What follows belongs to an exercise in optimizing a design on an open flow for small area; a production flow would make more cautious choices. Only simulation tests tie the RTL to the original design; equivalence was not proved. Power is estimated from default activity; no workload was simulated.

Setup of the reference run:
## core_debug_unit
module core_debug_unit #(
    parameter int NUM_REGS = 32
)(
    input  logic        clk,
    input  logic        reset_n,
    input  logic        retire_valid_i,
    input  logic [31:0] retire_pc_i,
    input  logic        retire_jump_i,
    input  logic [31:0] retire_target_i,
    input  logic        ebreak_i,
    input  logic        pipe_empty_i,
    input  logic        wb_en_i,
    input  logic [4:0]  wb_addr_i,
    input  logic [31:0] wb_data_i,
    input  logic [4:0]  core_raddr_i,
    output logic [31:0] core_rdata_o,
    input  logic        haltreq_i,
    input  logic        resumereq_i,
    output logic        running_o,
    output logic        halted_o,
    output logic        resumeack_o,
    output logic [31:0] resume_pc_o,
    input  logic        ar_en_i,
    input  logic        ar_wr_i,
    input  logic [15:0] ar_addr_i,
    input  logic [31:0] ar_wdata_i,
    output logic [31:0] ar_rdata_o,
    output logic        ar_done_o
);
    logic [31:0] dpc;
    logic [1:0]  cause;
    logic        dpc_we;
    logic        gpr_we;
    logic        is_gpr;
    logic        is_dpc;
    logic [7:0]  csr_const;
    logic        rf_we;
    logic [4:0]  rf_waddr;
    logic [31:0] rf_wdata;
    dbg_halt_fsm u_dbg_halt_fsm (
        .clk             (clk),
        .reset_n         (reset_n),
        .haltreq_i       (haltreq_i),
        .resumereq_i     (resumereq_i),
        .ebreak_i        (ebreak_i),
        .retire_valid_i  (retire_valid_i),
        .retire_jump_i   (retire_jump_i),
        .pipe_empty_i    (pipe_empty_i),
        .retire_pc_i     (retire_pc_i),
        .retire_target_i (retire_target_i),
        .dpc_we_i        (dpc_we),
        .dpc_wdata_i     (ar_wdata_i),
        .running_o       (running_o),
        .halted_o        (halted_o),
        .resumeack_o     (resumeack_o),
        .dpc_o           (dpc),
        .cause_o         (cause)
    );
    abstract_reg_access u_abstract_reg_access (
        .ar_en_i     (ar_en_i),
        .ar_wr_i     (ar_wr_i),
        .ar_addr_i   (ar_addr_i),
        .ar_done_o   (ar_done_o),
        .halted_i    (halted_o),
        .cause_i     (cause),
        .is_gpr_o    (is_gpr),
        .is_dpc_o    (is_dpc),
  ...
For scale: ~1100 flip-flops.
export LEC_CHECK = 0
export CAP_MARGIN = 5
export CORE_MARGIN = 2
export CORE_UTILIZATION = 30
export PLACE_DENSITY = 0.45
export SETUP_SLACK_MARGIN = 0.5
export SLEW_MARGIN = 5
export SYNTH_HIERARCHICAL = 1
export SYNTH_MINIMUM_KEEP_SIZE = 0
create_clock -name core_clock -period 8.0 [get_ports {clk}]
standard.sh (not shown) runs the stock make flow with config.mk's settings and CLKGATE_MAP_FILE= SYNTH_SCRIPT=/design/flow/synth_recipe.tcl, a recipe that flattens the netlist after the stock synthesis.
==> flow/flow/run.sh <==
#!/bin/bash
# Standard ORFS layout (the standard.sh, standard synthesis), with two
# changes to how the layout is made:
#  - port buffers use the smallest buffer cell instead of the default pick
#  - clock tree: larger sink clusters and no dummy loads
set -euo pipefail
export BUFFER_PORTS_ARGS="-buffer_cell sky130_fd_sc_hd__buf_1"
export CTS_ARGS="-sink_clustering_enable -repair_clock_nets -dont_use_dummy_load -buf_list sky130_fd_sc_hd__clkbuf_8 -sink_clustering_size 14 -sink_clustering_max_diameter 80"
bash standard.sh BUFFER_PORTS_ARGS="$BUFFER_PORTS_ARGS" CTS_ARGS="$CTS_ARGS" finish > make_finish.log 2>&1
Changes in the trial run relative to the reference run:
--- a/flow/flow/run.sh
+++ b/flow/flow/run.sh
@@ -8 +8 @@
-export CTS_ARGS="-sink_clustering_enable -repair_clock_nets -dont_use_dummy_load -buf_list sky130_fd_sc_hd__clkbuf_8 -sink_clustering_size 14 -sink_clustering_max_diameter 80"
+export CTS_ARGS="-sink_clustering_enable -repair_clock_nets -dont_use_dummy_load -buf_list sky130_fd_sc_hd__clkbuf_16 -sink_clustering_size 20 -sink_clustering_max_diameter 100"
--- outcome ---
On first-pass GRT wire length: between the trial run and the reference run, it ends up lower for the trial run. | worst-case vdd ir drop | the trial run vs the reference run | 0.0022 mV lower |. Share of cell area taken by flip-flops and latches was higher in the run labelled the reference run. Setup slack: the trial run more than the reference run. Comparing the trial run and the reference run, utilization after layout is lower on the reference run. Comparing the trial run and the reference run, the lower power is on the reference run.

## separate check: timing with driven ports
The results above use ideal ports. As a check the final layouts listed here were re-extracted and re-timed, cells and wires unchanged.
Step 1: set_driving_cell puts a clkbuf_16 on clk and a buf_2 on each other input, an assumption about the parent block.
Step 2, shift: input delay + t, output delay - t, t = (earliest + latest rising clock arrival at the registers) / 2. This alone moves slack from input paths to output paths.
Three values: no drivers, after step 1, after step 2; two values: the first two.
run | shift t [ns] | setup slack, ns | worst slew at a driven data input, ns | pins driven straight from the clock port
the reference run | 0.908 | 0.990 / 0.971 / 0.971 | 0.18 | 1
the trial run | 0.794 | 1.003 / 0.984 / 0.984 | 0.17 | 1
After both steps every run listed still meets setup and hold.
